This design comes from an exercise in tuning for small area on the open sky130 flow, not from production work. RTL that was checked went through simulation tests only; none was proved equivalent to the original. No functional check of the RTL was part of runs 1 and 2. Power is estimated from default activity; no workload was simulated.

[flow/config.mk]
export PLATFORM = sky130hd
export DESIGN_NAME = gf256_mul_pipe
export DESIGN_NICKNAME = gf256_mul_pipe
export VERILOG_FILES = /design/flow/design.v
export SDC_FILE = /design/flow/constraint.sdc
export NUM_CORES = 4
export LEC_CHECK = 0
export CAP_MARGIN = 20
export CELL_PAD_IN_SITES_DETAIL_PLACEMENT = 0
export CELL_PAD_IN_SITES_GLOBAL_PLACEMENT = 0
export CORE_MARGIN = 2
export CORE_UTILIZATION = 70
export CTS_BUF_LIST = sky130_fd_sc_hd__clkbuf_4
export GPL_TIMING_DRIVEN = 0
export PLACE_DENSITY = 0.8
export SLEW_MARGIN = 20
export SYNTH_HIERARCHICAL = 1
export SYNTH_MINIMUM_KEEP_SIZE = 0
[flow/design.v]
`default_nettype none
package kuz_gf_pkg;
  localparam logic [8:0] KUZ_POLY = 9'h1C3;
  typedef logic [7:0] gf_byte_t;
  function automatic gf_byte_t gf_xtime(input gf_byte_t x, input logic [8:0] poly);
    logic [8:0] t;
    t = {x, 1'b0};
    if (t[8]) begin
      t = t ^ poly;
    end
    gf_xtime = t[7:0];
  endfunction
  function automatic gf_byte_t gf_mul(input gf_byte_t a, input gf_byte_t b,
                                      input logic [8:0] poly);
    logic [14:0] c;
    logic [7:0]  r;
    logic [7:0]  xk;
    c = 15'd0;
    for (int i = 0; i < 8; i++) begin
      for (int j = 0; j < 8; j++) begin
        c[i+j] = c[i+j] ^ (a[i] & b[j]);
      end
    end
    r  = c[7:0];
    xk = gf_xtime(8'h80, poly);    
    for (int k = 8; k < 15; k++) begin
      if (c[k]) begin
        r = r ^ xk;
      end
      xk = gf_xtime(xk, poly);
    end
    gf_mul = r;
  endfunction
endpackage
`default_nettype wire
`default_nettype none
module gf256_mul_lane
#(
  parameter logic [8:0] POLY = kuz_gf_pkg::KUZ_POLY
) (
  input  logic     clk,
  input  logic     i_en1,
  input  logic     i_en2,
  input  logic     i_en3,
  input  kuz_gf_pkg::gf_byte_t i_a,
  input  kuz_gf_pkg::gf_byte_t i_b,
  output kuz_gf_pkg::gf_byte_t o_p
);
  kuz_gf_pkg::gf_byte_t w_p0;
  kuz_gf_pkg::gf_byte_t r_p1;
  kuz_gf_pkg::gf_byte_t r_p2;
  kuz_gf_pkg::gf_byte_t r_p3;
  gf256_mul_core u_mul (
    .a (i_a),
    .b (i_b),
    .p (w_p0)
  );
  always_ff @(posedge clk) begin
    if (i_en1) begin
      r_p1 <= w_p0;
    end
    if (i_en2) begin
      r_p2 <= r_p1;
    end
    if (i_en3) begin
      r_p3 <= r_p2;
    end
  end
  assign o_p = r_p3;
endmodule
module gf256_mul_core (
  input  logic [7:0] a,
  input  logic [7:0] b,
  output logic [7:0] p
);
  logic am0, bm0, am1, bm1, am2, bm2, am3, bm3, pL00, pL01, pL02, pL03, pL10, pL11, pL12, pL13, pL20, pL21, pL22, pL23, pL30, pL31, pL32, pL33, cL1_0, cL2_0, cL2_1, cL3_0, cL3_1, cL3_2, cL4_0, cL4_1, cL5_0, pH00, pH01, pH02, pH03, pH10, pH11, pH12, pH13, pH20, pH21, pH22, pH23, pH30, pH31, pH32, pH33, cH1_0, cH2_0, cH2_1, cH3_0, cH3_1, cH3_2, cH4_0, cH4_1, cH5_0, pM00, pM01, pM02, pM03, pM10, pM11, pM12, pM13, pM20, pM21, pM22, pM23, pM30, pM31, pM32, pM33, cM1_0, cM2_0, cM2_1, cM3_0, cM3_1, cM3_2, cM4_0, cM4_1, cM5_0, s0, s1, s2, s3, s4, s5, s6, s7, s8, s9, s10, s11, s12, s13, s14, s15, s16, s17, s18, s19, s20, s21, s22, s23, s24, s25, s26, s27, s28, s29, s30;
  gf_xor2 u0 (.a(a[0]), .b(a[4]), .y(am0));
  gf_xor2 u1 (.a(b[0]), .b(b[4]), .y(bm0));
  gf_xor2 u2 (.a(a[1]), .b(a[5]), .y(am1));
  gf_xor2 u3 (.a(b[1]), .b(b[5]), .y(bm1));
  gf_xor2 u4 (.a(a[2]), .b(a[6]), .y(am2));
  gf_xor2 u5 (.a(b[2]), .b(b[6]), .y(bm2));
  gf_xor2 u6 (.a(a[3]), .b(a[7]), .y(am3));
  gf_xor2 u7 (.a(b[3]), .b(b[7]), .y(bm3));
  gf_nand2 u8 (.a(a[0]), .b(b[0]), .y(pL00));
  gf_nand2 u9 (.a(a[0]), .b(b[1]), .y(pL01));
  gf_nand2 u10 (.a(a[0]), .b(b[2]), .y(pL02));
  gf_nand2 u11 (.a(a[0]), .b(b[3]), .y(pL03));
  gf_nand2 u12 (.a(a[1]), .b(b[0]), .y(pL10));
  gf_nand2 u13 (.a(a[1]), .b(b[1]), .y(pL11));
  gf_nand2 u14 (.a(a[1]), .b(b[2]), .y(pL12));
  gf_nand2 u15 (.a(a[1]), .b(b[3]), .y(pL13));
  gf_nand2 u16 (.a(a[2]), .b(b[0]), .y(pL20));
  gf_nand2 u17 (.a(a[2]), .b(b[1]), .y(pL21));
  gf_nand2 u18 (.a(a[2]), .b(b[2]), .y(pL22));
  gf_nand2 u19 (.a(a[2]), .b(b[3]), .y(pL23));
  gf_nand2 u20 (.a(a[3]), .b(b[0]), .y(pL30));
  gf_nand2 u21 (.a(a[3]), .b(b[1]), .y(pL31));
  gf_nand2 u22 (.a(a[3]), .b(b[2]), .y(pL32));
  gf_nand2 u23 (.a(a[3]), .b(b[3]), .y(pL33));
  gf_xor2 u24 (.a(pL01), .b(pL10), .y(cL1_0));
  gf_xnor2 u25 (.a(pL02), .b(pL11), .y(cL2_0));
  gf_xor2 u26 (.a(pL20), .b(cL2_0), .y(cL2_1));
  gf_xnor2 u27 (.a(pL03), .b(pL12), .y(cL3_0));
  gf_xor2 u28 (.a(pL21), .b(pL30), .y(cL3_1));
  gf_xor2 u29 (.a(cL3_0), .b(cL3_1), .y(cL3_2));
  gf_xnor2 u30 (.a(pL13), .b(pL22), .y(cL4_0));
  gf_xor2 u31 (.a(pL31), .b(cL4_0), .y(cL4_1));
  gf_xor2 u32 (.a(pL23), .b(pL32), .y(cL5_0));
  gf_nand2 u33 (.a(a[4]), .b(b[4]), .y(pH00));
  gf_nand2 u34 (.a(a[4]), .b(b[5]), .y(pH01));
  gf_nand2 u35 (.a(a[4]), .b(b[6]), .y(pH02));
  gf_nand2 u36 (.a(a[4]), .b(b[7]), .y(pH03));
  gf_nand2 u37 (.a(a[5]), .b(b[4]), .y(pH10));
  gf_nand2 u38 (.a(a[5]), .b(b[5]), .y(pH11));
  gf_nand2 u39 (.a(a[5]), .b(b[6]), .y(pH12));
  gf_nand2 u40 (.a(a[5]), .b(b[7]), .y(pH13));
  gf_nand2 u41 (.a(a[6]), .b(b[4]), .y(pH20));
  gf_nand2 u42 (.a(a[6]), .b(b[5]), .y(pH21));
  gf_nand2 u43 (.a(a[6]), .b(b[6]), .y(pH22));
  gf_nand2 u44 (.a(a[6]), .b(b[7]), .y(pH23));
  gf_nand2 u45 (.a(a[7]), .b(b[4]), .y(pH30));
  gf_nand2 u46 (.a(a[7]), .b(b[5]), .y(pH31));
  gf_nand2 u47 (.a(a[7]), .b(b[6]), .y(pH32));
  gf_nand2 u48 (.a(a[7]), .b(b[7]), .y(pH33));
  gf_xor2 u49 (.a(pH01), .b(pH10), .y(cH1_0));
  gf_xor2 u50 (.a(pH02), .b(pH11), .y(cH2_0));
  gf_xor2 u51 (.a(pH20), .b(cH2_0), .y(cH2_1));
  gf_xor2 u52 (.a(pH03), .b(pH12), .y(cH3_0));
  gf_xor2 u53 (.a(pH21), .b(pH30), .y(cH3_1));
  gf_xor2 u54 (.a(cH3_0), .b(cH3_1), .y(cH3_2));
  gf_xor2 u55 (.a(pH13), .b(pH22), .y(cH4_0));
  gf_xor2 u56 (.a(pH31), .b(cH4_0), .y(cH4_1));
  gf_xor2 u57 (.a(pH23), .b(pH32), .y(cH5_0));
  gf_nand2 u58 (.a(am0), .b(bm0), .y(pM00));
  gf_nand2 u59 (.a(am0), .b(bm1), .y(pM01));
  gf_nand2 u60 (.a(am0), .b(bm2), .y(pM02));
  gf_nand2 u61 (.a(am0), .b(bm3), .y(pM03));
  gf_nand2 u62 (.a(am1), .b(bm0), .y(pM10));
  gf_nand2 u63 (.a(am1), .b(bm1), .y(pM11));
  gf_nand2 u64 (.a(am1), .b(bm2), .y(pM12));
  gf_nand2 u65 (.a(am1), .b(bm3), .y(pM13));
  gf_nand2 u66 (.a(am2), .b(bm0), .y(pM20));
  gf_nand2 u67 (.a(am2), .b(bm1), .y(pM21));
  gf_nand2 u68 (.a(am2), .b(bm2), .y(pM22));
  gf_nand2 u69 (.a(am2), .b(bm3), .y(pM23));
  gf_nand2 u70 (.a(am3), .b(bm0), .y(pM30));
  gf_nand2 u71 (.a(am3), .b(bm1), .y(pM31));
  gf_nand2 u72 (.a(am3), .b(bm2), .y(pM32));
  gf_nand2 u73 (.a(am3), .b(bm3), .y(pM33));
  gf_xor2 u74 (.a(pM01), .b(pM10), .y(cM1_0));
  gf_xor2 u75 (.a(pM02), .b(pM11), .y(cM2_0));
  gf_xor2 u76 (.a(pM20), .b(cM2_0), .y(cM2_1));
  gf_xor2 u77 (.a(pM03), .b(pM12), .y(cM3_0));
  gf_xor2 u78 (.a(pM21), .b(pM30), .y(cM3_1));
  gf_xor2 u79 (.a(cM3_0), .b(cM3_1), .y(cM3_2));
  gf_xor2 u80 (.a(pM13), .b(pM22), .y(cM4_0));
  gf_xor2 u81 (.a(pM31), .b(cM4_0), .y(cM4_1));
  gf_xor2 u82 (.a(pM23), .b(pM32), .y(cM5_0));
  gf_xor2 u83 (.a(cH5_0), .b(pH33), .y(s0));
  gf_xor2 u84 (.a(cL4_1), .b(pH00), .y(s1));
  gf_xor2 u85 (.a(cL5_0), .b(cH1_0), .y(s2));
  gf_xor2 u86 (.a(cH3_2), .b(s1), .y(s3));
  gf_xor2 u87 (.a(pL33), .b(cH2_1), .y(s4));
  gf_xor2 u88 (.a(cH4_1), .b(s0), .y(s5));
  gf_xor2 u89 (.a(pM33), .b(s4), .y(s6));
  gf_xor2 u90 (.a(s5), .b(s6), .y(s7));
  gf_xor2 u91 (.a(cL3_2), .b(s7), .y(s8));
  gf_xor2 u92 (.a(cM5_0), .b(s2), .y(s9));
  gf_xor2 u93 (.a(cM4_1), .b(s3), .y(s10));
  gf_xor2 u94 (.a(pL00), .b(s0), .y(s11));
  gf_xor2 u95 (.a(cL1_0), .b(pH33), .y(s12));
  gf_xor2 u96 (.a(s9), .b(s10), .y(s13));
  gf_xor2 u97 (.a(s11), .b(s13), .y(s14));
  gf_xor2 u98 (.a(pM00), .b(s3), .y(s15));
  gf_xor2 u99 (.a(s11), .b(s15), .y(s16));
  gf_xor2 u100 (.a(cH3_2), .b(s10), .y(s17));
  gf_xor2 u101 (.a(cL2_1), .b(s13), .y(s18));
  gf_xor2 u102 (.a(s7), .b(s10), .y(s19));
  gf_xor2 u103 (.a(s12), .b(s19), .y(s20));
  gf_xor2 u104 (.a(cM3_2), .b(s17), .y(s21));
  gf_xor2 u105 (.a(s8), .b(s21), .y(s22));
  gf_xor2 u106 (.a(s5), .b(s17), .y(s23));
  gf_xor2 u107 (.a(s18), .b(s23), .y(s24));
  gf_xor2 u108 (.a(cM1_0), .b(s12), .y(s25));
  gf_xor2 u109 (.a(pH33), .b(cM2_1), .y(s26));
  gf_xor2 u110 (.a(s18), .b(s26), .y(s27));
  gf_xor2 u111 (.a(s4), .b(s27), .y(s28));
  gf_xor2 u112 (.a(cH4_1), .b(s2), .y(s29));
  gf_xor2 u113 (.a(s25), .b(s29), .y(s30));
  assign p[0] = s14;
  assign p[1] = s20;
  assign p[2] = s24;
  assign p[3] = s8;
  assign p[4] = s16;
  assign p[5] = s30;
  assign p[6] = s28;
  assign p[7] = s22;
endmodule
module gf_xor2 (input logic a, input logic b, output logic y);
  assign y = a ^ b;
endmodule
module gf_xnor2 (input logic a, input logic b, output logic y);
  assign y = ~(a ^ b);
endmodule
module gf_nand2 (input logic a, input logic b, output logic y);
  assign y = ~(a & b);
endmodule
module gf_inv1 (input logic a, output logic y);
  assign y = ~a;
endmodule
`default_nettype wire
`default_nettype none
module gf256_mul_pipe
#(
  parameter int         LANES = 16,
  parameter logic [8:0] POLY  = kuz_gf_pkg::KUZ_POLY
) (
  input  logic               clk,
  input  logic               rst,
  input  logic               in_valid,
  output logic               in_ready,
  input  logic [8*LANES-1:0] in_a,
  input  logic [8*LANES-1:0] in_b,
  output logic               out_valid,
  input  logic               out_ready,
  output logic [8*LANES-1:0] out_p
);
  logic r_v1;
  logic r_v2;
  logic r_v3;
  logic w_ld1;
  logic w_ld2;
  logic w_ld3;
  logic w_en1;
  logic w_en2;
  logic w_en3;
  logic [8*LANES-1:0] w_p3;
  assign w_ld3 = !r_v3 || out_ready;
  assign w_ld2    = !r_v2 || w_ld3;
  assign w_ld1    = !r_v1 || w_ld2;
  assign in_ready = w_ld1;
  assign w_en1 = w_ld1 && in_valid;
  assign w_en2 = w_ld2 && r_v1;
  assign w_en3 = w_ld3 && r_v2;
  always_ff @(posedge clk or posedge rst) begin
    if (rst) begin
      r_v1 <= 1'b0;
      r_v2 <= 1'b0;
      r_v3 <= 1'b0;
    end else begin
      if (w_ld1) begin
        r_v1 <= in_valid;
      end
      if (w_ld2) begin
        r_v2 <= r_v1;
      end
      if (w_ld3) begin
        r_v3 <= r_v2;
      end
    end
  end
  genvar gi;
  generate
    for (gi = 0; gi < LANES; gi++) begin : g_lane
      gf256_mul_lane #(
        .POLY (POLY)
      ) u_lane (
        .clk   (clk),
        .i_en1 (w_en1),
        .i_en2 (w_en2),
        .i_en3 (w_en3),
        .i_a   (in_a[8*gi +: 8]),
        .i_b   (in_b[8*gi +: 8]),
        .o_p   (w_p3[8*gi +: 8])
      );
    end : g_lane
  endgenerate
  assign out_valid = r_v3;
  assign out_p     = w_p3;
endmodule
`default_nettype wire
[flow/constraint.sdc]
create_clock -name core_clock -period 4.0 [get_ports {clk}]
set_input_delay 0.8000 -clock core_clock [delete_from_list [all_inputs] [get_ports {clk}]]
set_output_delay 0.8000 -clock core_clock [all_outputs]
set_load 0.01 [all_outputs]
[flow/standard.sh]
#!/bin/bash
# synth_recipe.tcl (not shown) runs the flow's synth.tcl, then flattens the netlist and writes it again
# the make line also repeats each setting of config.mk as NAME=value (left out here)
make -C /OpenROAD-flow-scripts/flow DESIGN_CONFIG=/design/flow/config.mk WORK_HOME=/design/flow/orfs CLKGATE_MAP_FILE= SYNTH_SCRIPT=/design/flow/synth_recipe.tcl "${@:-finish}"
[flow/flow/run.sh]
#!/bin/bash
# Standard ORFS layout with three changes to how it is built:
#  - the port buffers use the smallest buffer cell (sky130_fd_sc_hd__buf_1)
#    instead of the delay buffer buffer_ports picks by default;
#  - the buffers ABC adds during synthesis are removed at floorplan;
#  - CTS inserts no dummy loads (clock buffers come from CTS_BUF_LIST).
set -euo pipefail
export BUFFER_PORTS_ARGS="-buffer_cell sky130_fd_sc_hd__buf_1"
export REMOVE_ABC_BUFFERS=1
export CTS_ARGS="-sink_clustering_enable -repair_clock_nets -buf_list sky130_fd_sc_hd__clkbuf_4 -sink_clustering_size 10 -sink_clustering_max_diameter 40 -dont_use_dummy_load"
bash standard.sh "BUFFER_PORTS_ARGS=$BUFFER_PORTS_ARGS" "REMOVE_ABC_BUFFERS=$REMOVE_ABC_BUFFERS" "CTS_ARGS=$CTS_ARGS" finish > make_finish.log 2>&1
==> flow_summary.ini, run 1 <==
[logic_synthesis]
synth_xor_xnor_area_share = 0.373
synth_top_family_by_area = XOR/XNOR gates
synth_fa_ha_area_frac = 0
syn-cell-area_um2 = 24800
synth_top_area_share = 0.465
synthTopCellsByArea = edfxtp_1 47%, xor2_1 36%, nand2_1 12%, buf_4 3.9%, xnor2_1 1.7%
ys.warnings.count = 8
netlist_instances = 2349
muxShareOfSynthArea = 0
synth-seq-area-share = 0.469
synth-seq-cells = 387
synth-compound-area-share = 0.000657
synth_area_per_cell_um2 = 10.5
synthSimpleGateAreaFrac = 0.119
yosysTopAreaCell = edfxtp_1
yosysUniqueCellTypes = 14

[placement]
gp_congestion = 0.945
numPortBuffers = 389
preCtsSetupSlack_ps = 323
place_inst = 3075
dpl_cell_area_um2 = 26100
hpwl_mm = 39.8

[detailed_routing]
detail_route.wirelength.met1_mm = 18.7
met3_length_mm = 4.30
drt_wl_total_mm = 49.1
drt_iter0_drc = 892
vias = 16300
drc_errors = 0
wl_met2_mm = 24.2
drt-pass1-iter-count = 5
viasPerCell = 5.20
antenna_left = 0
dr.max_layer_used = met5
wl_per_cell_um = 15.7

[floorplanning]
die_h_um = 192
ios = 390
die-area_um2 = 36900
core_um2 = 34700
die_width_um = 192
rows = 68
initial_core_util = 0.714

[global_route]
grt_usage = 0.266
grt_max_degree = 56
grt_first_pass_wirelength_mm = 77.9
globalRoute.totalOverflow = 0
antenna_found_initial = 17
first_global_vias = 16100

[clocking]
cts-root-buf = clkbuf_4
worstSkewPairLatency_ps = 690
htree_levels = 2
cts_tree = built
cts_buffers = 48
cts_setup_buffers = 0
clkTransAtPathRegs_ps = 100
cts_sinks = 387
cts_max_path_buffers = 3

[pwr]
ir_drop_mv = 0.307
fin_total_pwr_w = 0.0143
cellLeakagePower_nw = 10.2
power_density_nw_per_um2 = 540

[timing]
finalCritPeriodShare = 0.758
period_needed_ps = 3030
rsz0062_at_grt = no
tightest_slew_ps = 695
slew_headroom = 0.535
max_freq_mhz = 330
setup_viol = 0
fin_hold_ws_ps = 331
hold_viol_final = 0
finClkSkew_ps = 81.4
setup_slack_ps = 967
maxSlewViolCount = 0

[setup_path]
path_buf_inv = 1
cp_common_cell = xor2_1
crit_fanout = 5
cp_cell_sequence = buf_1 -> nand2_1 -> xnor2_1 -> xor2_1 -> xor2_1 -> xor2_1 -> xor2_1 -> xor2_1 -> xor2_1 -> xor2_1 -> xor2_1
slowest_delay_ps = 360
cp-start-kind = input pin
crit_slowest_cell = xor2_1
cp.required_ps = 4450
critPathKind = in -> reg
arrival_ps = 3480
critPathTopFamily = XOR/XNOR gates
end_kind = flip-flop

[final_layout]
design_area_um2 = 26500
finalNonFillerCells = 3133
layout_common_cells = 1008 x xor2_1, 768 x nand2_1, 389 x buf_1
nNetsFinal = 2931
final_common_cell = xor2_1
nFillCells = 2363
area_delta_synth_final_pct = 6.96
drive_above_1_share = 0.0236

[job]
max_cap_violations = 0

[status]
status = complete, no violations

[min_path]
hp-class = reg -> reg
[cells in the mapped netlist, drive strengths merged]
master / n
a21boi: 1
a21o: 1
and2: 2
buf: 128
dfrtp: 3
edfxtp: 384
inv: 1
nand2: 768
nand2b: 3
nand4b: 1
nor2b: 1
xnor2: 48
xor2: 1008
[stage by stage]
step / TNS, ps / utilization
6_report: 0 / 0.763
4_1_cts: 0 / 0.763
5_1_grt: 0 / 0.763
3_3_place_gp: -1562540 / 0.744
2_1_floorplan: -940020 / -
3_5_place_dp: 0 / 0.752
[cells by family (layout without fill, tap and decap cells)]
group / count (synthesis) / in the layout
buffers and inverters: 129 / 449
AND/OR/NAND/NOR: 775 / 775
AO/OA/AOI/OAI: 2 / 2
other: 0 / 9
XOR/XNOR: 1056 / 1056
flip-flops: 387 / 387
[routing by layer]
layer | vias up | GRT usage
met5 | - | 0
met4 | 16 | 0.100
met3 | 125 | 0.0683
met2 | 562 | 0.463
met1 | 7582 | 0.316
li1 | 8013 | -
[per-module statistics from Yosys (local to each module, per instance), a selection]
module          cells inside  flip-flops and latches  area [um^2]  times used
gf256_mul_core             8                       0         60.1          16
gf_xor2                    1                       0         8.76        1008
gf_nand2                   1                       0         3.75         768
gf_xnor2                   1                       0         8.76          48
gf256_mul_pipe            13                       3          149           1
[final timing paths]
| kind | cells after the start | from | endpoint | slack, ps |
|---|---|---|---|---|
| worst min-delay path | 0 | g_lane[13].u_lane.r_p1[2]$_DFFE_PP_ | g_lane[13].u_lane.r_p2[2]$_DFFE_PP_ | 330 |
| min in group asynchronous | 3 | rst | r_v3$_DFFE_PP0P_ | 500 |
| worst max-delay path | 11 | in_a[74] | g_lane[9].u_lane.r_p1[6]$_DFFE_PP_ | 970 |
| worst min register to register | 0 | g_lane[13].u_lane.r_p1[2]$_DFFE_PP_ | g_lane[13].u_lane.r_p2[2]$_DFFE_PP_ | 330 |
| max in group asynchronous | 3 | rst | r_v1$_DFFE_PP0P_ | 3340 |
| worst max register to register | 5 | r_v3$_DFFE_PP0P_ | g_lane[0].u_lane.r_p2[3]$_DFFE_PP_ | 1820 |
[sequential cells by signal, indices dropped and copies added (netlist names)]
name,flops
g_lane.u_lane.r_p2,128
r_v2,1
g_lane.u_lane.r_p3,128
r_v3,1
g_lane.u_lane.r_p1,128
r_v1,1
[area by class of cell]
class | instances | area (um^2) | share of cell area
Sequential cell | 387 | 11600 | 0.438
Multi-Input combinational cell | 1833 | 12200 | 0.461
Antenna cell | 9 | 22.5 | 0.000850
Inverter | 1 | 3.75 | 0.000142
Clock buffer | 48 | 360 | 0.0136
Tap cell | 455 | 569 | 0.0215
Timing Repair Buffer | 400 | 1720 | 0.0648
[where the power goes]
part / switching (W) / total (W) / internal [W]
logic: 0.00353 / 0.00576 / 0.00223
clock network: 0.00113 / 0.00168 / 0.000550
registers: 0.000301 / 0.00685 / 0.00655
total: 0.00496 / 0.0143 / 0.00934
[repair_timing]
item,in CTS,in global routing
endpoints found under the hold margin,3,0
hold buffers,1,0
gates resized for setup,0,0
setup endpoints to repair,0,0
==> run 2: changes to the inputs <==
--- a/flow/config.mk
+++ b/flow/config.mk
@@ -5,7 +5,7 @@
 export SDC_FILE = /design/flow/constraint.sdc
 export NUM_CORES = 4
 export LEC_CHECK = 0
-export CAP_MARGIN = 20
+export CAP_MARGIN = 0
 export CELL_PAD_IN_SITES_DETAIL_PLACEMENT = 0
 export CELL_PAD_IN_SITES_GLOBAL_PLACEMENT = 0
 export CORE_MARGIN = 2
@@ -13,6 +13,6 @@
 export CTS_BUF_LIST = sky130_fd_sc_hd__clkbuf_4
 export GPL_TIMING_DRIVEN = 0
 export PLACE_DENSITY = 0.8
-export SLEW_MARGIN = 20
+export SLEW_MARGIN = 0
 export SYNTH_HIERARCHICAL = 1
 export SYNTH_MINIMUM_KEEP_SIZE = 0
==> flow_summary.ini, run 2 <==
[floorplanning]
die-area_um2 = 36900
ios = 390
initial_core_util = 0.714
die_width_um = 192
die_h_um = 192
rows = 68
core_um2 = 34700

[placement]
gp_congestion = 0.945
preCtsSetupSlack_ps = 340
numPortBuffers = 389
dpl_cell_area_um2 = 26000
hpwl_mm = 39.8

[logic_synthesis]
synthTopCellsByArea = edfxtp_1 47%, xor2_1 36%, nand2_1 12%, buf_4 3.9%, xnor2_1 1.7%
synth.most_common_cell = xor2_1
netlist_instances = 2349
synth-async-reset-ratio = 0.00775
synth-seq-cells = 387
synth-edff-count = 384
syn-cell-area_um2 = 24800
synth_flop_cell = edfxtp_1
synthTopCellsByCount = 1008 x xor2_1, 768 x nand2_1, 384 x edfxtp_1, 128 x buf_4, 48 x xnor2_1
synth-seq-area-share = 0.469
synth_area_per_cell_um2 = 10.5
yosysTopAreaCell = edfxtp_1
ys.warnings.count = 8
yosysUniqueCellTypes = 14
synth_top_area_share = 0.465

[detailed_routing]
drt_wl_total_mm = 49.0
vias = 16200
drt-pass1-iter-count = 5
antenna_left = 0
drc_errors = 0
wl_per_cell_um = 15.7
viasPerCell = 5.16
drt_iter0_drc = 808

[final_layout]
reg.largest.list = g_lane.u_lane.r_p1 (128), g_lane.u_lane.r_p2 (128), g_lane.u_lane.r_p3 (128)
nFillCells = 2358
area_delta_synth_final_pct = 6.69
design_area_um2 = 26400
final_common_cell = xor2_1
nNetsFinal = 2930
layout_common_cells = 1008 x xor2_1, 768 x nand2_1, 389 x buf_1
drive_above_1_share = 0.0232

[global_route]
grt_first_pass_wirelength_mm = 77.0
antenna_found_initial = 15
grt_usage = 0.264
first_global_vias = 15900
grt_max_degree = 56
globalRoute.totalOverflow = 0

[timing]
setup_slack_ps = 998
slew_headroom = 0.623
max_freq_mhz = 333
setup_viol = 0
finalCritPeriodShare = 0.750
period_needed_ps = 3000
rsz0062_at_grt = no
finClkSkew_ps = 130
tightest_slew_ps = 565
maxSlewViolCount = 0
tns_ps = 0
hold_viol_final = 0

[pwr]
power.net_switching_w = 0.00495
power_density_nw_per_um2 = 541
p_comb_frac = 0.401
clock_power_share = 0.118
cellLeakagePower_nw = 10.2
switching_share = 0.347
fin_total_pwr_w = 0.0143
pwr-share-seq = 0.481
p_int_w = 0.00933
ir_drop_mv = 0.278

[setup_path]
critPathKind = in -> reg
cp_common_cell = xor2_1
arrival_ps = 3470
cp_cell_sequence = buf_1 -> nand2_1 -> xnor2_1 -> xor2_1 -> xor2_1 -> xor2_1 -> xor2_1 -> xor2_1 -> xor2_1 -> xor2_1 -> xor2_1
end_kind = flip-flop
slowest_delay_ps = 360
crit_fanout = 5
crit_slowest_cell = xor2_1
cp.required_ps = 4460
cp-start-kind = input pin

[min_path]
hp-class = in -> reg

[clocking]
htree_levels = 2
cts_buffers = 49
cts-root-buf = clkbuf_4
worstSkewPairLatency_ps = 740
post_cts_resized = 0
cts_sinks = 387
cts_tree = built
clkTransAtPathRegs_ps = 100
cts_max_path_buffers = 3

[job]
max_cap_violations = 0

[status]
status = complete, no violations
## run 2: cell counts after synthesis
Identical to the previous run, type by type.
## run 2: worst paths after layout
kind / slack [ps] / startpoint / depth (start not counted) / to
worst max-delay path: 1000 / in_b[26] / 11 / g_lane[3].u_lane.r_p1[6]$_DFFE_PP_
worst min-delay path: 310 / in_valid / 2 / r_v1$_DFFE_PP0P_
worst max register to register: 1820 / r_v2$_DFFE_PP0P_ / 4 / g_lane[0].u_lane.r_p1[0]$_DFFE_PP_
worst min register to register: 340 / g_lane[13].u_lane.r_p1[2]$_DFFE_PP_ / 0 / g_lane[13].u_lane.r_p2[2]$_DFFE_PP_
max in group asynchronous: 3410 / rst / 3 / r_v3$_DFFE_PP0P_
min in group asynchronous: 430 / rst / 3 / r_v2$_DFFE_PP0P_
## run 2: cell type report
type | count | area [um^2] | share of cell area
Clock buffer | 49 | 368 | 0.0139
Timing Repair Buffer | 398 | 1650 | 0.0623
Inverter | 1 | 3.75 | 0.000142
Tap cell | 455 | 569 | 0.0215
Multi-Input combinational cell | 1833 | 12200 | 0.462
Sequential cell | 387 | 11600 | 0.439
Antenna cell | 8 | 20.0 | 0.000757
## run 2: worst max-delay path: cells and delay by family
kind | cells | cell delay, ps
xor+xnor | 9 | 2260
simple gates | 1 | 130
buf+inv | 1 | 260
## run 2: cells by family (layout without fill, tap and decap cells)
group	after synthesis	after routing	share of synthesized area
AO/OA/AOI/OAI	2	2	0.000657
AND/OR/NAND/NOR	775	775	0.119
buffers and inverters	129	448	0.0389
other	0	8	0
XOR/XNOR	1056	1056	0.373
flip-flops	387	387	0.469
## run 2: power groups by stage
stage               clock, W  sequential, W  combinational [W]
finish               0.00169        0.00686            0.00573
global placement           0        0.00697            0.00537
CTS                  0.00177        0.00688            0.00575
floorplan                  0        0.00702            0.00429
global route         0.00191        0.00698            0.00632
detailed placement         0        0.00698            0.00573
## run 2: modules after synthesis (local to each module, per instance), excerpt
| module | flip-flops and latches | copies in the design | cells | area (um^2) |
|---|---|---|---|---|
| gf256_mul_core | 0 | 16 | 8 | 60.1 |
| gf256_mul_pipe | 3 | 1 | 13 | 149 |
| gf_nand2 | 0 | 768 | 1 | 3.75 |
| gf_xnor2 | 0 | 48 | 1 | 8.76 |
| gf_xor2 | 0 | 1008 | 1 | 8.76 |
## run 2: timing repair
item	4_1_cts	5_1_grt
hold buffers	1	0
setup buffers	0	0
endpoints found under the hold margin	3	0
## run 2: metal layers
metal | share of wire | global-route usage
met5 | 0.0018 | 0
met2 | 0.49 | 0.459
met1 | 0.38 | 0.311
met4 | 0.038 | 0.105
met3 | 0.085 | 0.0703
## run 2: stage by stage
step           utilization  std cells  hold WS [ps]
2_1_floorplan            -       2221           400
3_3_place_gp         0.744       3065           400
6_report             0.761       3131           313
4_1_cts              0.761       3123           244
5_1_grt              0.761       3130           259
3_5_place_dp         0.750       3073           405
==> run 3: changes to the inputs <==
--- a/flow/design.v
+++ b/flow/design.v
@@ -10,26 +10,41 @@
     end
     gf_xtime = t[7:0];
   endfunction
-  function automatic gf_byte_t gf_mul(input gf_byte_t a, input gf_byte_t b,
-                                      input logic [8:0] poly);
-    logic [14:0] c;
-    logic [7:0]  r;
-    logic [7:0]  xk;
-    c = 15'd0;
+  localparam logic [2047:0] KUZ_EXP_TAB =
+    {
+    256'h01e191a9b5bbbc5e2ff67bdc6e37fa7ddf8e47c261d189a5b3b85c2e17ea75db,
+    256'h8c4623f0783c1e0fe673d86c361bec763bfc7e3ffe7fde6fd66bd46a35fb9c4e,
+    256'h27f279dd8fa653c8643219ed97aa55cb844221f199adb7ba5dcf8643c0603018,
+    256'h0c0603e070381c0e07e271d98da7b259cd87a251c985a3b0582c160be47239fd,
+    256'h9fae57ca65d388442211e995abb45a2df79a4dc78241c181a1b1b9bdbfbe5fce,
+    256'h67d269d58ba45229f59bac562bf47a3dff9e4fc663d068341a0de79249c583a0,
+    256'h5028140a05e39048241209e593a8542a15eb944a25f3984c2613e8743a1def96,
+    256'h4bc46231f99dafb65bcc6633f87c3e1fee77da6dd78a45c38040201008040201
+  };
+  localparam logic [2047:0] KUZ_LOG_TAB =
+    {
+    256'h4fcb80cec2f11b136ff657522abeacdc210fb4d12ee2752545d734833a96fe9c,
+    256'hefc9bcf4e00d94d50bc75cc57a5eea4aa6608f16b07c8bb86c4c421e08ec69a3,
+    256'h636264f9faa865e6a918fb72e7916688197eaa5573b2fc3292bae85a898d6740,
+    256'h7f4e1ac1566eab29b320742d3344fd39bbee93df5b0ae9798ea58aaf416b6807,
+    256'hcacdf012f551bddb0ed0e124d682959bc8f30cd4c6c45d495f157bb74b1deba2,
+    256'h61f8a7e5177190877d54b131b9598c3f4dc06d281f2c4338edde0978a4ae6a06,
+    256'hcc1150dacf23819af2d3c34814b61ca1f7e470865330583ebf272b37dd77ad05,
+    256'h10d92299d247b5a0e3852f3d26367604d898469f843c3503979e3b029d010000
+  };
+  function automatic gf_byte_t gf_mul_ref(input gf_byte_t a, input gf_byte_t b,
+                                          input logic [8:0] poly);
+    gf_byte_t acc;
+    gf_byte_t aa;
+    acc = 8'h00;
+    aa  = a;
     for (int i = 0; i < 8; i++) begin
-      for (int j = 0; j < 8; j++) begin
-        c[i+j] = c[i+j] ^ (a[i] & b[j]);
-      end
-    end
-    r  = c[7:0];
-    xk = gf_xtime(8'h80, poly);    
-    for (int k = 8; k < 15; k++) begin
-      if (c[k]) begin
-        r = r ^ xk;
-      end
-      xk = gf_xtime(xk, poly);
-    end
-    gf_mul = r;
+      if (b[i]) begin
+        acc = acc ^ aa;
+      end
+      aa = gf_xtime(aa, poly);
+    end
+    gf_mul_ref = acc;
   endfunction
 endpackage
 `default_nettype wire
--- a/flow/config.mk
+++ b/flow/config.mk
@@ -13,6 +13,6 @@
 export CTS_BUF_LIST = sky130_fd_sc_hd__clkbuf_4
 export GPL_TIMING_DRIVEN = 0
 export PLACE_DENSITY = 0.8
-export SLEW_MARGIN = 0
+export SLEW_MARGIN = 20
 export SYNTH_HIERARCHICAL = 1
 export SYNTH_MINIMUM_KEEP_SIZE = 0
==> flow_summary.ini, run 3 <==
[placement]
gp_congestion = 0.945
numPortBuffers = 389
hpwl_mm = 39.8
place_inst = 3075

[floorplanning]
core_um2 = 34700
die_width_um = 192
rows = 68
initial_core_util = 0.714
die-area_um2 = 36900
die_h_um = 192
ios = 390

[logic_synthesis]
yosysUniqueCellTypes = 14
netlist_instances = 2349
synth-seq-cells = 387
synth-seq-area-share = 0.469
synth.most_common_cell = xor2_1
synthTopCellsByCount = 1008 x xor2_1, 768 x nand2_1, 384 x edfxtp_1, 128 x buf_4, 48 x xnor2_1
synth-edff-count = 384
synth_top_area_share = 0.465
yosysTopAreaCell = edfxtp_1
synth_flop_cell = edfxtp_1
synth-async-reset-ratio = 0.00775
synthTopCellsByArea = edfxtp_1 47%, xor2_1 36%, nand2_1 12%, buf_4 3.9%, xnor2_1 1.7%
syn-cell-area_um2 = 24800
ys.warnings.count = 8
synth_area_per_cell_um2 = 10.5

[job]
max_cap_violations = 0

[timing]
max_freq_mhz = 330
finClkSkew_ps = 81.4
maxSlewViolCount = 0
setup_viol = 0
slew_headroom = 0.535
period_needed_ps = 3030
fin_hold_ws_ps = 331
hold_viol_final = 0
finalCritPeriodShare = 0.758
rsz0062_at_grt = no
tightest_slew_ps = 695

[final_layout]
reg.largest.list = g_lane.u_lane.r_p1 (128), g_lane.u_lane.r_p2 (128), g_lane.u_lane.r_p3 (128)
area_delta_synth_final_pct = 6.96
final_common_cell = xor2_1
finalNonFillerCells = 3133
nNetsFinal = 2931
drive_above_1_share = 0.0236
layout_common_cells = 1008 x xor2_1, 768 x nand2_1, 389 x buf_1

[detailed_routing]
vias = 16300
wl_per_cell_um = 15.7
drc_errors = 0
drt_wl_total_mm = 49.1
drt_iter0_drc = 892
antenna_left = 0
drt-pass1-iter-count = 5
viasPerCell = 5.20

[global_route]
grt_first_pass_wirelength_mm = 77.9
first_global_vias = 16100
grt_max_degree = 56
globalRoute.totalOverflow = 0
grt_usage = 0.266
antenna_found_initial = 17

[pwr]
ir_drop_mv = 0.307
power_density_nw_per_um2 = 540
cellLeakagePower_nw = 10.2

[setup_path]
path_buf_inv = 1
slowest_delay_ps = 360
end_kind = flip-flop
cp-start-kind = input pin
crit_slowest_cell = xor2_1
cp_cell_sequence = buf_1 -> nand2_1 -> xnor2_1 -> xor2_1 -> xor2_1 -> xor2_1 -> xor2_1 -> xor2_1 -> xor2_1 -> xor2_1 -> xor2_1
cp.required_ps = 4450
crit_fanout = 5
arrival_ps = 3480
cp_common_cell = xor2_1
critPathTopFamily = XOR/XNOR gates
critPathKind = in -> reg

[clocking]
worstSkewPairLatency_ps = 690
clkTransAtPathRegs_ps = 100
post_cts_resized = 0
cts_max_path_buffers = 3
cts_buffers = 48
cts_tree = built
cts-root-buf = clkbuf_4
cts_sinks = 387
htree_levels = 2

[status]
status = complete, no violations

[min_path]
hp-class = reg -> reg
==> run 3: cell counts after synthesis <==
Identical to the previous run, type by type.
==> run 3: cells by family (layout without fill, tap and decap cells) <==
| kind of cell | count (synthesis) | in the layout | share of synthesized area |
|---|---|---|---|
| buffers and inverters | 129 | 449 | 0.0389 |
| AO/OA/AOI/OAI | 2 | 2 | 0.000657 |
| AND/OR/NAND/NOR | 775 | 775 | 0.119 |
| XOR/XNOR | 1056 | 1056 | 0.373 |
| flip-flops | 387 | 387 | 0.469 |
| other | 0 | 9 | 0 |
==> run 3: per-stage QoR <==
step,area [um^2],utilization,TNS (ps),worst slack [ps],power (W)
CTS,26500,0.763,0,1100,0.0144
finish,26500,0.763,0,967,0.0143
global route,26500,0.763,0,904,0.0152
detailed placement,26100,0.752,0,323,0.0127
global placement,25800,0.744,-1562540,-10560,0.0123
floorplan,23800,-,-940020,-6900,0.0113
==> run 3: final cells by class <==
cell class	instances	area, um^2
repair buffers	400	1720
multi-input cells	1833	12200
inverters	1	3.75
diodes	9	22.5
well taps	455	569
flip-flops and latches	387	11600
clock buffers	48	360
fillers	2363	8220
==> run 3: repair_timing <==
item | 4_1_cts | 5_1_grt
buffers inserted | 0 | 0
endpoints found under the hold margin | 3 | 0
hold buffers | 1 | 0
==> run 3: report_power, final <==
| group | switching, W | total (W) | leakage, nW | internal (W) |
|---|---|---|---|---|
| Clock | 0.00113 | 0.00168 | 0.221 | 0.000550 |
| Combinational | 0.00353 | 0.00576 | 6.27 | 0.00223 |
| Sequential | 0.000301 | 0.00685 | 3.74 | 0.00655 |
==> run 3: routing by layer <==
layer  GRT usage  part of all wire  vias to the layer above
met5           0            0.0022                        -
met3      0.0683             0.088                      125
li1            -                 -                     8013
met1       0.316              0.38                     7582
met2       0.463              0.49                      562
met4       0.100             0.035                       16
==> run 3: per-module statistics from Yosys, one instance, submodules excluded, excerpt <==
module | flip-flops and latches | copies in the design | cells inside | cell area [um^2]
gf_xnor2 | 0 | 48 | 1 | 8.76
gf_xor2 | 0 | 1008 | 1 | 8.76
gf256_mul_core | 0 | 16 | 8 | 60.1
gf_nand2 | 0 | 768 | 1 | 3.75
gf256_mul_pipe | 3 | 1 | 13 | 149
==> run 3: path summary, 6_finish.rpt <==
path / start / endpoint / slack (ps) / cells past startpoint
max: in_a[74] / g_lane[9].u_lane.r_p1[6]$_DFFE_PP_ / 970 / 11
min: g_lane[13].u_lane.r_p1[2]$_DFFE_PP_ / g_lane[13].u_lane.r_p2[2]$_DFFE_PP_ / 330 / 0
max reg2reg: r_v3$_DFFE_PP0P_ / g_lane[0].u_lane.r_p2[3]$_DFFE_PP_ / 1820 / 5
min reg2reg: g_lane[13].u_lane.r_p1[2]$_DFFE_PP_ / g_lane[13].u_lane.r_p2[2]$_DFFE_PP_ / 330 / 0
max in group asynchronous: rst / r_v1$_DFFE_PP0P_ / 3340 / 3
min in group asynchronous: rst / r_v3$_DFFE_PP0P_ / 500 / 3
==> run 4: changes to the inputs <==
--- a/flow/config.mk
+++ b/flow/config.mk
@@ -5,7 +5,7 @@
 export SDC_FILE = /design/flow/constraint.sdc
 export NUM_CORES = 4
 export LEC_CHECK = 0
-export CAP_MARGIN = 0
+export CAP_MARGIN = 20
 export CELL_PAD_IN_SITES_DETAIL_PLACEMENT = 0
 export CELL_PAD_IN_SITES_GLOBAL_PLACEMENT = 0
 export CORE_MARGIN = 2
==> flow_summary.ini, run 4 <==
[placement]
gp_congestion = 0.945
hpwl_mm = 39.8
preCtsSetupSlack_ps = 323
numPortBuffers = 389
place_inst = 3075

[setup_path]
cp-start-kind = input pin
cp.required_ps = 4450
end_kind = flip-flop
arrival_ps = 3480
critPathKind = in -> reg
ff2ff_path_depth = 5
crit_fanout = 5

[global_route]
grt_usage = 0.266
first_global_vias = 16100
antenna_found_initial = 17
grt_max_degree = 56
grt_first_pass_wirelength_mm = 77.9
globalRoute.totalOverflow = 0

[logic_synthesis]
synth_top_area_share = 0.465
synthTopCellsByArea = edfxtp_1 47%, xor2_1 36%, nand2_1 12%, buf_4 3.9%, xnor2_1 1.7%
synthTopCellsByCount = 1008 x xor2_1, 768 x nand2_1, 384 x edfxtp_1, 128 x buf_4, 48 x xnor2_1
synth_area_per_cell_um2 = 10.5
yosysTopAreaCell = edfxtp_1
synth-seq-cells = 387
syn-cell-area_um2 = 24800
synth-async-reset-ratio = 0.00775
synth.most_common_cell = xor2_1
yosysUniqueCellTypes = 14
ys.warnings.count = 8
synth_flop_cell = edfxtp_1
synth-seq-area-share = 0.469
netlist_instances = 2349
synth-edff-count = 384

[final_layout]
area_delta_synth_final_pct = 6.96
fin_util = 0.763
final_common_cell = xor2_1
finalNonFillerCells = 3133
layout_common_cells = 1008 x xor2_1, 768 x nand2_1, 389 x buf_1
nFillCells = 2363
drive_above_1_share = 0.0236
nNetsFinal = 2931
reg.largest.list = g_lane.u_lane.r_p1 (128), g_lane.u_lane.r_p2 (128), g_lane.u_lane.r_p3 (128)

[timing]
tightest_slew_ps = 695
setup_slack_ps = 967
period_needed_ps = 3030
fin_hold_ws_ps = 331
setup_viol = 0
maxSlewViolCount = 0
finalCritPeriodShare = 0.758
hold_viol_final = 0
finClkSkew_ps = 81.4
max_freq_mhz = 330
rsz0062_at_grt = no
slew_headroom = 0.535

[status]
status = complete, no violations

[detailed_routing]
vias = 16300
drc_errors = 0
viasPerCell = 5.20
wl_per_cell_um = 15.7
drt_wl_total_mm = 49.1
antenna_left = 0
drt-pass1-iter-count = 5
drt_iter0_drc = 892

[clocking]
clkTransAtPathRegs_ps = 100
cts-root-buf = clkbuf_4
cts_sinks = 387
post_cts_resized = 0
htree_levels = 2
cts_setup_buffers = 0
cts_buffers = 48
worstSkewPairLatency_ps = 690
cts_tree = built
cts_max_path_buffers = 3

[job]
max_cap_violations = 0

[floorplanning]
die_h_um = 192
core_um2 = 34700
die_width_um = 192
die-area_um2 = 36900
rows = 68
ios = 390
initial_core_util = 0.714

[pwr]
cellLeakagePower_nw = 10.2
ir_drop_mv = 0.307
fin_total_pwr_w = 0.0143
power_density_nw_per_um2 = 540

[min_path]
hp-class = reg -> reg
whs_path_depth = 0
## run 4: cell counts in the layout (fill, tap and decap cells not counted)
Identical to the previous run, type by type.
## run 4: path summary, 6_finish.rpt
kind | startpoint | to | slack, ps
setup / recovery | in_a[74] | g_lane[9].u_lane.r_p1[6]$_DFFE_PP_ | 970
max in group asynchronous | rst | r_v1$_DFFE_PP0P_ | 3340
min in group asynchronous | rst | r_v3$_DFFE_PP0P_ | 500
hold reg to reg | g_lane[13].u_lane.r_p1[2]$_DFFE_PP_ | g_lane[13].u_lane.r_p2[2]$_DFFE_PP_ | 330
hold / removal | g_lane[13].u_lane.r_p1[2]$_DFFE_PP_ | g_lane[13].u_lane.r_p2[2]$_DFFE_PP_ | 330
setup reg to reg | r_v3$_DFFE_PP0P_ | g_lane[0].u_lane.r_p2[3]$_DFFE_PP_ | 1820
## run 4: worst max-delay path, cell delays in order
cell and delay, ps:
buf_1 230, nand2_1 120, xnor2_1 210, xor2_1 230
xor2_1 310, xor2_1 310, xor2_1 360, xor2_1 290
xor2_1 290, xor2_1 230, xor2_1 90
## run 4: metrics by stage
stage / instance area (um^2) / setup TNS [ps]
after CTS: 26500 / 0
after global routing: 26500 / 0
after detailed placement: 26100 / 0
after floorplan: 23800 / -940020
after global placement: 25800 / -1562540
final: 26500 / 0
## run 4: kinds of logic after synthesis
logic type / after synthesis / synth area share
XOR/XNOR: 1056 / 0.373
AND/OR/NAND/NOR: 775 / 0.119
flip-flops: 387 / 0.469
buffers and inverters: 129 / 0.0389
AO/OA/AOI/OAI: 2 / 0.000657
## run 4: Yosys stat by module (local to each module, per instance), a selection
| module | times used | cell area, um^2 | cells |
|---|---|---|---|
| gf_nand2 | 768 | 3.75 | 1 |
| gf_xor2 | 1008 | 8.76 | 1 |
| gf256_mul_core | 16 | 60.1 | 8 |
| gf_xnor2 | 48 | 8.76 | 1 |
| gf256_mul_pipe | 1 | 149 | 13 |
## run 4: area by class of cell
| type | instances | area [um^2] | area share |
|---|---|---|---|
| Inverter | 1 | 3.75 | 0.000142 |
| Antenna cell | 9 | 22.5 | 0.000850 |
| Clock buffer | 48 | 360 | 0.0136 |
| Timing Repair Buffer | 400 | 1720 | 0.0648 |
| Multi-Input combinational cell | 1833 | 12200 | 0.461 |
| Tap cell | 455 | 569 | 0.0215 |
| Sequential cell | 387 | 11600 | 0.438 |
## run 4: layer usage
| metal | share of wire | track usage | up-vias | routed length (um) |
|---|---|---|---|---|
| met3 | 0.088 | 0.0683 | 125 | 4300 |
| met2 | 0.49 | 0.463 | 562 | 24200 |
| met5 | 0.0022 | 0 | - | 106 |
| met1 | 0.38 | 0.316 | 7582 | 18700 |
| met4 | 0.035 | 0.100 | 16 | 1720 |
| li1 | - | - | 8013 | - |
## run 4: timing repair
action | in CTS | in global routing
hold buffers | 1 | 0
setup endpoints to repair | 0 | 0
endpoints found under the hold margin | 3 | 0
## run 4: power breakdown
part | total [W] | switching [W] | leakage (nW) | internal (W)
clock | 0.00168 | 0.00113 | 0.221 | 0.000550
sequential | 0.00685 | 0.000301 | 3.74 | 0.00655
combinational | 0.00576 | 0.00353 | 6.27 | 0.00223
total | 0.0143 | 0.00496 | 10.2 | 0.00934
==> run 5: changes to the inputs <==
--- a/flow/design.v
+++ b/flow/design.v
@@ -54,13 +54,19 @@
   parameter logic [8:0] POLY = kuz_gf_pkg::KUZ_POLY
 ) (
   input  logic     clk,
-  input  logic     i_en1,
-  input  logic     i_en2,
-  input  logic     i_en3,
+  input  logic     i_ld1_n,
+  input  logic     i_val0_n,
+  input  logic     i_ld2_n,
+  input  logic     i_val1_n,
+  input  logic     i_ld3_n,
+  input  logic     i_val2_n,
   input  kuz_gf_pkg::gf_byte_t i_a,
   input  kuz_gf_pkg::gf_byte_t i_b,
   output kuz_gf_pkg::gf_byte_t o_p
 );
+  logic       w_en1;
+  logic       w_en2;
+  logic       w_en3;
   kuz_gf_pkg::gf_byte_t w_p0;
   kuz_gf_pkg::gf_byte_t r_p1;
   kuz_gf_pkg::gf_byte_t r_p2;
@@ -70,14 +76,17 @@
     .b (i_b),
     .p (w_p0)
   );
+  assign w_en1 = !(i_ld1_n || i_val0_n);
+  assign w_en2 = !(i_ld2_n || i_val1_n);
+  assign w_en3 = !(i_ld3_n || i_val2_n);
   always_ff @(posedge clk) begin
-    if (i_en1) begin
+    if (w_en1) begin
       r_p1 <= w_p0;
     end
-    if (i_en2) begin
+    if (w_en2) begin
       r_p2 <= r_p1;
     end
-    if (i_en3) begin
+    if (w_en3) begin
       r_p3 <= r_p2;
     end
   end
@@ -247,17 +256,11 @@
   logic w_ld1;
   logic w_ld2;
   logic w_ld3;
-  logic w_en1;
-  logic w_en2;
-  logic w_en3;
   logic [8*LANES-1:0] w_p3;
   assign w_ld3 = !r_v3 || out_ready;
   assign w_ld2    = !r_v2 || w_ld3;
   assign w_ld1    = !r_v1 || w_ld2;
   assign in_ready = w_ld1;
-  assign w_en1 = w_ld1 && in_valid;
-  assign w_en2 = w_ld2 && r_v1;
-  assign w_en3 = w_ld3 && r_v2;
   always_ff @(posedge clk or posedge rst) begin
     if (rst) begin
       r_v1 <= 1'b0;
@@ -282,9 +285,12 @@
         .POLY (POLY)
       ) u_lane (
         .clk   (clk),
-        .i_en1 (w_en1),
-        .i_en2 (w_en2),
-        .i_en3 (w_en3),
+        .i_ld1_n  (!w_ld1),
+        .i_val0_n (!in_valid),
+        .i_ld2_n  (!w_ld2),
+        .i_val1_n (!r_v1),
+        .i_ld3_n  (!w_ld3),
+        .i_val2_n (!r_v2),
         .i_a   (in_a[8*gi +: 8]),
         .i_b   (in_b[8*gi +: 8]),
         .o_p   (w_p3[8*gi +: 8])
==> flow_summary.ini, run 5 <==
[pwr]
switching_share = 0.344
p_int_w = 0.00933
p_comb_frac = 0.397
power_density_nw_per_um2 = 539
power.net_switching_w = 0.00490
clock_power_share = 0.120
pwr-share-seq = 0.483
ir_drop_mv = 0.287
cellLeakagePower_nw = 10.2

[logic_synthesis]
synth_top_area_share = 0.462
yosysTopAreaCell = edfxtp_1
synth_area_per_cell_um2 = 10.4
syn-cell-area_um2 = 25000
synth_flop_cell = edfxtp_1
yosysUniqueCellTypes = 15
synth-async-reset-ratio = 0.00775
netlist_instances = 2399
synth-edff-count = 384
synth.most_common_cell = xor2_1
synth-seq-area-share = 0.465
synth-seq-cells = 387
synthTopCellsByCount = 1008 x xor2_1, 768 x nand2_1, 384 x edfxtp_1, 129 x buf_4
ys.warnings.count = 8
synthTopCellsByArea = edfxtp_1 46%, xor2_1 35%, nand2_1 12%, buf_4 3.9%, xnor2_1 1.7%

[final_layout]
nNetsFinal = 2973
layout_common_cells = 1008 x xor2_1, 768 x nand2_1, 389 x buf_1
final_common_cell = xor2_1
drive_above_1_share = 0.0199
reg.largest.list = g_lane.u_lane.r_p1 (128), g_lane.u_lane.r_p2 (128), g_lane.u_lane.r_p3 (128)
area_delta_synth_final_pct = 5.93

[floorplanning]
die_h_um = 193
initial_core_util = 0.707
rows = 69
core_um2 = 35300
die-area_um2 = 37200
ios = 390
die_width_um = 193

[timing]
maxSlewViolCount = 0
finClkSkew_ps = 103
hold_viol_final = 0
tns_ps = 0
setup_viol = 0
slew_headroom = 0.259
tightest_slew_ps = 1110
period_needed_ps = 2970
rsz0062_at_grt = no
setup_slack_ps = 1030
max_freq_mhz = 337
finalCritPeriodShare = 0.742

[global_route]
globalRoute.totalOverflow = 0
grt_first_pass_wirelength_mm = 77.6
first_global_vias = 16100
grt_max_degree = 23
antenna_found_initial = 17
grt_usage = 0.268

[setup_path]
end_kind = flip-flop
arrival_ps = 3400
crit_fanout = 5
cp-start-kind = input pin
cp.required_ps = 4430
rrSetupSlack_ps = 1350
ff2ff_path_depth = 3
critPathKind = in -> reg
timing.rr.end = g_lane[10].u_lane.r_p2[4]$_DFFE_PN_
rr_startpoint = r_v3$_DFFE_PP0P_

[placement]
numPortBuffers = 389
gp_congestion = 0.955
hpwl_mm = 39.9
preCtsSetupSlack_ps = 393

[detailed_routing]
vias = 16500
drc_errors = 0
wl_per_cell_um = 15.9
drt-pass1-iter-count = 5
viasPerCell = 5.20
drt_iter0_drc = 852
antenna_left = 0
drt_wl_total_mm = 50.5

[clocking]
post_cts_resized = 0
cts_buffers = 51
worstSkewPairLatency_ps = 710
cts_max_path_buffers = 3
cts-root-buf = clkbuf_4
htree_levels = 2
cts_sinks = 387
clkTransAtPathRegs_ps = 90
cts_tree = built

[min_path]
hp-class = reg -> reg
hold_end = g_lane[10].u_lane.r_p3[4]$_DFFE_PN_
whs_path_depth = 0
hold_start = g_lane[10].u_lane.r_p2[4]$_DFFE_PN_

[status]
status = complete, no violations

[job]
max_cap_violations = 0
run 5: modules after synthesis (local to each module, per instance), excerpt:
module,flip-flops and latches,area (um^2),cells
gf256_mul_core,0,60.1,8
gf256_mul_pipe,3,153,15
gf_nand2,0,3.75,1
gf_xnor2,0,8.76,1
gf_xor2,0,8.76,1
run 5: layout make-up:
type / instances / area, um^2
diodes: 7 / 17.5
clock buffers: 51 / 383
fillers: 2514 / 8870
inverters: 4 / 15.0
multi-input cells: 1879 / 12400
flip-flops and latches: 387 / 11600
well taps: 461 / 577
repair buffers: 390 / 1470
run 5: worst max-delay path by stage:
stage / startpoint / endpoint / slack, ps / cells past startpoint
6_report: in_b[90] / g_lane[11].u_lane.r_p1[6]$_DFFE_PN_ / 1030 / 11
5_1_grt: r_v3$_DFFE_PP0P_ / in_ready / 880 / 3
4_1_cts: r_v3$_DFFE_PP0P_ / in_ready / 980 / 3
3_5_place_dp: in_a[50] / g_lane[6].u_lane.r_p1[6]$_DFFE_PN_ / 390 / 11
3_3_place_gp: in_a[50] / g_lane[6].u_lane.r_p1[6]$_DFFE_PN_ / 470 / 11
2_1_floorplan: in_a[2] / g_lane[0].u_lane.r_p1[6]$_DFFE_PN_ / 1040 / 10
run 5: repair_timing:
item,4_1_cts,5_1_grt
setup endpoints to repair,0,0
hold endpoints to repair,3,0
hold buffers,1,0
setup buffers,0,0
run 5: cells by family after synthesis:
kind of cell              count (synthesis)  synth area share
buffers and inverters                   133            0.0394
AOI/OAI and AO/OA                         2          0.000652
DFF                                     387             0.465
xor gates and xnor gates               1056             0.371
and+or+nand+nor                         821             0.124
run 5: routing by layer:
layer  part of all wire  GRT usage  routed length (um)
met1               0.38      0.315               19000
met2               0.48      0.456               24400
met3               0.10     0.0878                5120
met4              0.036     0.0995                1820
met5             0.0028          0                 141
run 5: power by group through the flow:
stage | Sequential, W | Clock (W) | Combinational [W]
2_1_floorplan | 0.00695 | 0 | 0.00432
5_1_grt | 0.00699 | 0.00193 | 0.00630
6_report | 0.00688 | 0.00171 | 0.00565
3_3_place_gp | 0.00689 | 0 | 0.00544
3_5_place_dp | 0.00698 | 0 | 0.00565
4_1_cts | 0.00689 | 0.00179 | 0.00567
run 5: through the flow:
| step | instance area, um^2 | util | total power (W) | hold WS, ps | std cells |
|---|---|---|---|---|---|
| final | 26400 | 0.749 | 0.0142 | 339 | 3179 |
| after global routing | 26400 | 0.748 | 0.0152 | 331 | 3175 |
| after CTS | 26400 | 0.748 | 0.0143 | 305 | 3172 |
| after detailed placement | 26000 | 0.737 | 0.0126 | 405 | 3120 |
| after global placement | 26000 | 0.737 | 0.0123 | 401 | 3120 |
| after floorplan | 24000 | - | 0.0113 | 400 | 2270 |
run 5: critical path, stage by stage:
cell and delay, ps:
buf_1 230, nand2_1 130, xnor2_1 250, xor2_1 210
xor2_1 290, xor2_1 290, xor2_1 340, xor2_1 280
xor2_1 270, xor2_1 210, xor2_1 90

what the ideal ports hide:
In the flow no input, the clock included, has a driving cell. The finished layouts below were timed again as built, in two steps.
Step 1: set_driving_cell puts a clkbuf_16 on clk and a buf_2 on each other input, an assumption about the parent block.
Step 2 times the ports against the registers' clock, not the clock port: input delays grow and output delays shrink by t, the midpoint of the rising clock arrivals with the driver on.
Three values: no drivers, after step 1, after step 2; two values: the first two.
run	shift t [ns]	setup slack, ns	latest minus earliest clock arrival (ns)
run 1	0.705	0.967 / 0.985 / 0.280	0.103 / 0.103
run 2	0.718	0.998 / 1.022 / 0.304	0.131 / 0.130
run 3	0.705	0.967 / 0.985 / 0.280	0.103 / 0.103
run 4	0.705	0.967 / 0.985 / 0.280	0.103 / 0.103
run 5	0.713	1.031 / 1.000 / 0.345	0.119 / 0.118
After both steps every run listed still meets setup and hold. The setup slack of run 2, which loses most, moves by +0.024 ns with the drivers and by -0.694 ns with both steps.
